Background: an optimization exercise with open tools, aiming at small area. Do not read the settings as production practice. Function was checked by simulation only, so behaviour that the tests miss may differ from the original. No activity file was given, so power comes from the tool's default toggle rates.

== build 64 ==
==> flow/design.v <==
package reg_file_pkg;
    localparam int RF_DATA_WIDTH = 32;
    localparam int RF_ADDR_WIDTH = 5;
    localparam int RF_NUM_REGS   = 2 ** RF_ADDR_WIDTH;
    typedef logic [RF_ADDR_WIDTH-1:0] reg_addr_t;
    typedef logic [RF_DATA_WIDTH-1:0] reg_data_t;
endpackage
module reg_read_mux #(
    parameter int DATA_WIDTH = 32,
    parameter int ADDR_WIDTH = 5,
    parameter int NUM_REGS   = 2 ** ADDR_WIDTH
) (
    input  logic [NUM_REGS-1:0][DATA_WIDTH-1:0] regs_i,
    input  logic [NUM_REGS-1:0]                 valid_i,
    input  logic [ADDR_WIDTH-1:0]               addr_i,
    output logic [DATA_WIDTH-1:0]               data_o
);
    logic [NUM_REGS-1:0] sel;
    rf_decode #(
        .ADDR_WIDTH (ADDR_WIDTH),
        .NUM_REGS   (NUM_REGS)
    ) u_decode (
        .valid_i (valid_i),
        .addr_i  (addr_i),
        .sel_o   (sel)
    );
    for (genvar b = 0; b < DATA_WIDTH; b++) begin : g_bit
        logic [NUM_REGS-1:0] col;
        for (genvar r = 0; r < NUM_REGS; r++) begin : g_col
            assign col[r] = regs_i[r][b];
        end
        rf_mux_bit #(
            .NUM_REGS (NUM_REGS)
        ) u_bit (
            .sel_i  (sel),
            .data_i (col),
            .data_o (data_o[b])
        );
    end
endmodule
module rf_decode #(
    parameter int ADDR_WIDTH = 5,
    parameter int NUM_REGS   = 2 ** ADDR_WIDTH
) (
    input  logic [NUM_REGS-1:0]   valid_i,
    input  logic [ADDR_WIDTH-1:0] addr_i,
    output logic [NUM_REGS-1:0]   sel_o
);
    always_comb begin
        for (int i = 0; i < NUM_REGS; i++) begin
            sel_o[i] = valid_i[i] && (addr_i == ADDR_WIDTH'(i));
        end
    end
endmodule
module rf_mux_bit #(
    parameter int NUM_REGS = 32
) (
    input  logic [NUM_REGS-1:0] sel_i,
    input  logic [NUM_REGS-1:0] data_i,
    output logic                data_o
);
    localparam int N3 = NUM_REGS / 3;             
    localparam int R3 = NUM_REGS % 3;             
    localparam int NG = N3 + R3;                  
    localparam int NN = (NG + 3) / 4;             
    logic [4*NN-1:0] grp_n;    
    logic [NN-1:0]   part;
    for (genvar g = 0; g < N3; g++) begin : g_aoi3
        rf_aoi222 u_aoi (
            .a0 (sel_i[3*g]),   .b0 (data_i[3*g]),
            .a1 (sel_i[3*g+1]), .b1 (data_i[3*g+1]),
            .a2 (sel_i[3*g+2]), .b2 (data_i[3*g+2]),
            .y  (grp_n[g])
        );
    end
    for (genvar g = 0; g < R3; g++) begin : g_rest
        rf_nand2 u_nand (
            .a (sel_i[3*N3+g]), .b (data_i[3*N3+g]),
            .y (grp_n[N3+g])
        );
    end
    for (genvar g = NG; g < 4*NN; g++) begin : g_pad
        assign grp_n[g] = 1'b1;
    end
    for (genvar n = 0; n < NN; n++) begin : g_nand
        if (4*n + 3 < NG) begin : g_n4
            rf_nand4 u_nand (
                .a (grp_n[4*n]), .b (grp_n[4*n+1]), .c (grp_n[4*n+2]), .d (grp_n[4*n+3]),
                .y (part[n])
            );
        end else if (4*n + 2 < NG) begin : g_n3
            rf_nand3 u_nand (
                .a (grp_n[4*n]), .b (grp_n[4*n+1]), .c (grp_n[4*n+2]),
                .y (part[n])
            );
        end else if (4*n + 1 < NG) begin : g_n2
            rf_nand2 u_nand (
                .a (grp_n[4*n]), .b (grp_n[4*n+1]),
                .y (part[n])
            );
        end else begin : g_n1
            assign part[n] = ~grp_n[4*n];
        end
    end
    assign data_o = |part;
endmodule
module rf_aoi222 (
    input  logic a0, b0, a1, b1, a2, b2,
    output logic y
);
    assign y = ~((a0 & b0) | (a1 & b1) | (a2 & b2));
endmodule
module rf_nand4 (
    input  logic a, b, c, d,
    output logic y
);
    assign y = ~(a & b & c & d);
endmodule
module rf_nand3 (
    input  logic a, b, c,
    output logic y
);
    assign y = ~(a & b & c);
endmodule
module rf_nand2 (
    input  logic a, b,
    output logic y
);
    assign y = ~(a & b);
endmodule
module reg_file #(
    parameter int DATA_WIDTH = reg_file_pkg::RF_DATA_WIDTH,
    parameter int ADDR_WIDTH = reg_file_pkg::RF_ADDR_WIDTH
) (
    input  logic                  clock,
    input  logic                  reset,
    input  logic [ADDR_WIDTH-1:0] read_reg1,
    input  logic [ADDR_WIDTH-1:0] read_reg2,
    input  logic [ADDR_WIDTH-1:0] write_reg,
    input  logic [DATA_WIDTH-1:0] write_data,
    input  logic                  reg_write,
    output logic [DATA_WIDTH-1:0] read_data1,
    output logic [DATA_WIDTH-1:0] read_data2
);
    localparam int NUM_REGS = 2 ** ADDR_WIDTH;
    logic [NUM_REGS-1:0][DATA_WIDTH-1:0] mem_q;
    logic [NUM_REGS-1:0][DATA_WIDTH-1:0] mem_d;
    logic [NUM_REGS-1:0]                 valid_q;
    logic [NUM_REGS-1:0]                 we;
    logic [NUM_REGS-1:0]                 we_n;
    always_comb begin
        for (int i = 0; i < NUM_REGS; i++) begin
            we[i]   = reg_write && (write_reg == ADDR_WIDTH'(i));
            we_n[i] = !we[i];
        end
    end
    for (genvar r = 0; r < NUM_REGS; r++) begin : g_row
        for (genvar b = 0; b < DATA_WIDTH; b++) begin : g_bit
            rf_hold_mux u_mux (
                .we   (we[r]),
                .wd   (write_data[b]),
                .we_n (we_n[r]),
                .q    (mem_q[r][b]),
                .d    (mem_d[r][b])
            );
        end
    end
    always_ff @(posedge clock) begin
        mem_q <= mem_d;
    end
    always_ff @(posedge clock or negedge reset) begin
        if (!reset) begin
            valid_q <= '0;
        end else begin
            valid_q <= valid_q | we;
        end
    end
    reg_read_mux #(
        .DATA_WIDTH (DATA_WIDTH),
        .ADDR_WIDTH (ADDR_WIDTH),
        .NUM_REGS   (NUM_REGS)
    ) u_read_mux1 (
        .regs_i  (mem_q),
        .valid_i (valid_q),
        .addr_i  (read_reg1),
        .data_o  (read_data1)
    );
    reg_read_mux #(
        .DATA_WIDTH (DATA_WIDTH),
        .ADDR_WIDTH (ADDR_WIDTH),
        .NUM_REGS   (NUM_REGS)
    ) u_read_mux2 (
        .regs_i  (mem_q),
        .valid_i (valid_q),
        .addr_i  (read_reg2),
        .data_o  (read_data2)
    );
endmodule
module rf_hold_mux (
    input  logic we, wd, we_n, q,
    output logic d
);
    assign d = (we & wd) | (we_n & q);
endmodule
make LEC_CHECK=0 CAP_MARGIN=20 CORE_MARGIN=2 CORE_UTILIZATION=60 CTS_BUF_LIST=sky130_fd_sc_hd__clkbuf_16 CTS_CLUSTER_DIAMETER=80 CTS_CLUSTER_SIZE=24 SLEW_MARGIN=20 SYNTH_HIERARCHICAL=1 finish   # period 7.0 ns
run.sh (not shown) runs the stock make flow with config.mk's settings and CLKGATE_MAP_FILE= SYNTH_SCRIPT=/design/flow/synth_recipe.tcl, a recipe that flattens the netlist after the stock synthesis.
Build 64 finished end to end and its layout was clean on timing, DRC and antenna.
#### Input delta (build 19 over build 64)
- swapping 60 for 50 in CORE_UTILIZATION
==> flow/flow/run.sh (new file) <==
#!/bin/bash
# Layout flow: the standard ORFS flow (standard.sh, standard synthesis
# unchanged) with three ORFS settings changed:
#  - the port buffers are buf_1 cells (every port still gets its buffer);
#  - CTS is not allowed to add dummy loads;
#  - after global routing, gates off the critical paths are downsized
#    (RECOVER_POWER).
# make's full output goes to make.log here; each ORFS step logs under orfs/logs.
set -uo pipefail
bash standard.sh \
  "BUFFER_PORTS_ARGS=-buffer_cell sky130_fd_sc_hd__buf_1" \
  "CTS_ARGS=-sink_clustering_enable -repair_clock_nets -sink_clustering_size 24 -sink_clustering_max_diameter 80 -buf_list sky130_fd_sc_hd__clkbuf_16 -dont_use_dummy_load" \
  "RECOVER_POWER=100" \
  finish > make.log 2>&1
rc=$?
tail -20 make.log
exit $rc
==> flow/standard.sh (new file) <==
#!/bin/bash
# synth_recipe.tcl (not shown) runs the flow's synth.tcl, then flattens the netlist and writes it again
# the make line also repeats each setting of config.mk as NAME=value (left out here)
make -C /OpenROAD-flow-scripts/flow DESIGN_CONFIG=/design/flow/config.mk WORK_HOME=/design/flow/orfs CLKGATE_MAP_FILE= SYNTH_SCRIPT=/design/flow/synth_recipe.tcl "${@:-finish}"
removed: flow/run.sh
## What came out
- [build 19] flow finished | final checks: failed | reasons: capacitance limit, slew limit
- In the reports for build 64 and build 19, the smaller sequential share of cell area belongs to build 64.
- Critical path data arrival time (higher): build 64
- From build 64 to build 19 the numbers moved as follows: final cell count increased by 4.8% relative to the old numbers, final critical-path required period shrank by 290 ps.
- Period utilization is higher on build 64
- Build 19 against build 64: final-stage net count increased 37, hold slack rose 30 ps.
- Looking at die width, build 19 sits about 9% above build 64.
For build 59, these inputs were changed with respect to build 19:
==> flow/run.sh (new file) <==
#!/bin/bash
# synth_recipe.tcl (not shown) runs the flow's synth.tcl, then flattens the netlist and writes it again
# the make line also repeats each setting of config.mk as NAME=value (left out here)
make -C /OpenROAD-flow-scripts/flow DESIGN_CONFIG=/design/flow/config.mk WORK_HOME=/design/flow/orfs CLKGATE_MAP_FILE= SYNTH_SCRIPT=/design/flow/synth_recipe.tcl finish
removed: flow/flow/run.sh
removed: flow/standard.sh
==> comparison <==
Against build 19, routed wire length in build 59 fell by a little under 10%. Summary of the comparison: final estimated routing congestion in global placement is lower in build 59, relative to build 19. Register-to-register slack sits higher in build 59 than in build 19. Compared to build 19, build 59 has non-filler instance count after layout 28 lower. Build 59: sequential portion of the cell area lower than build 19. Finished layout cell area: build 59 vs build 19 up 750 sq um. Measured against each other, build 59 and build 19 differ in layout buffer count excluding clock buffers, the lower figure coming from build 59. Of build 59 and build 19, only build 59 finishes the flow clean. Completing all stages was not enough for build 19: its layout failed the final checks because of capacitance limit, slew limit. Build 59 vs build 19, count of max-cap constraint violations went down by 39. Compared with build 19, build 59 shows a higher peak ir drop on the vdd network. A worst setup path endpoint of read_data2[9] is what build 19 shows, while read_data2[22] belongs to build 59. Against build 19, build 59 reports a total iterations of the first detailed-routing run that is lower.
Inputs modified between build 59 and build 93:
- swapping 50 for 60 in CORE_UTILIZATION
==> flow/flow/run.sh (new file) <==
#!/bin/bash
# Layout flow: the standard ORFS flow (standard.sh, standard synthesis
# unchanged) with two ORFS settings changed:
#  - the port buffers are buf_1 cells (every port still gets its buffer);
#  - CTS is not allowed to add dummy loads.
# make's full output goes to make.log here; each ORFS step logs under orfs/logs.
set -uo pipefail
bash standard.sh \
  "BUFFER_PORTS_ARGS=-buffer_cell sky130_fd_sc_hd__buf_1" \
  "CTS_ARGS=-sink_clustering_enable -repair_clock_nets -sink_clustering_size 24 -sink_clustering_max_diameter 80 -buf_list sky130_fd_sc_hd__clkbuf_16 -dont_use_dummy_load" \
  finish > make.log 2>&1
rc=$?
tail -20 make.log
exit $rc
==> flow/standard.sh (new file) <==
#!/bin/bash
# synth_recipe.tcl (not shown) runs the flow's synth.tcl, then flattens the netlist and writes it again
# the make line also repeats each setting of config.mk as NAME=value (left out here)
make -C /OpenROAD-flow-scripts/flow DESIGN_CONFIG=/design/flow/config.mk WORK_HOME=/design/flow/orfs CLKGATE_MAP_FILE= SYNTH_SCRIPT=/design/flow/synth_recipe.tcl "${@:-finish}"
removed: flow/run.sh
==> run notes <==
Delta (build 93 minus build 59): overall routed net length down 7.0%, smallest setup slack after layout up 670 ps, final instance area down 2.9%.
Synthesized cell count came out exactly the same in build 59 and build 93.
Proportion of power drawn by combinational gates is lower on build 93
Build 93: sum of internal, switching and leakage power lower than build 59
Build 93 finished all stages; the layout is clean.
Build 59 has completed all stages; timing, DRC and antenna checks passed.
Compared with build 59, build 93 shows a higher core occupancy in the finished layout.
Die width (build 93 / build 59): 0.914
In build 93 the biggest fanout along the worst timing path turned out 4 lower than in build 59.
Looking at portion of the clock cycle consumed by the worst path in the final layout across build 59 and build 93, the one that comes out higher is build 59.
The endpoint of the worst setup timing path comes out read_data2[22] in one run and read_data1[21] in the other, namely in build 59 and build 93 respectively.

[re-timing with driven ports]
In the flow no input, the clock included, has a driving cell. The finished layouts below were timed again as built, in two steps. Step 1, drivers: a clkbuf_16 drives clock and a buf_2 each remaining input, both assumed. Step 2 adds t to the input delays and takes it off the output delays; t is the mean of the earliest and latest rising clock arrival at the registers after step 1. Input paths then give back, and output paths get back, about the clock's delay inside the block. a / b / c = ideal ports / drivers / drivers and shift; a / b = the first two.
run | t, ns | slack for setup (ns) | worst setup path at the end | slew at the worst register clock pin (ns) | worst slew at a driven data input, ns
build 64 | 0.746 | 0.136 / 0.116 / 0.116 | input to output | 0.10 / 0.10 | 0.06
build 19 | 0.725 | 0.424 / 0.385 / 0.357 | input to register | 0.11 / 0.11 | 0.10
build 59 | 0.747 | 0.363 / 0.336 / 0.336 | input to output | 0.11 / 0.11 | 0.14
build 93 | 0.726 | 1.030 / 0.990 / 0.990 | input to output | 0.10 / 0.10 | 0.16
The setup slack of build 19, which loses most, moves by -0.039 ns with the drivers and by -0.067 ns with both steps.
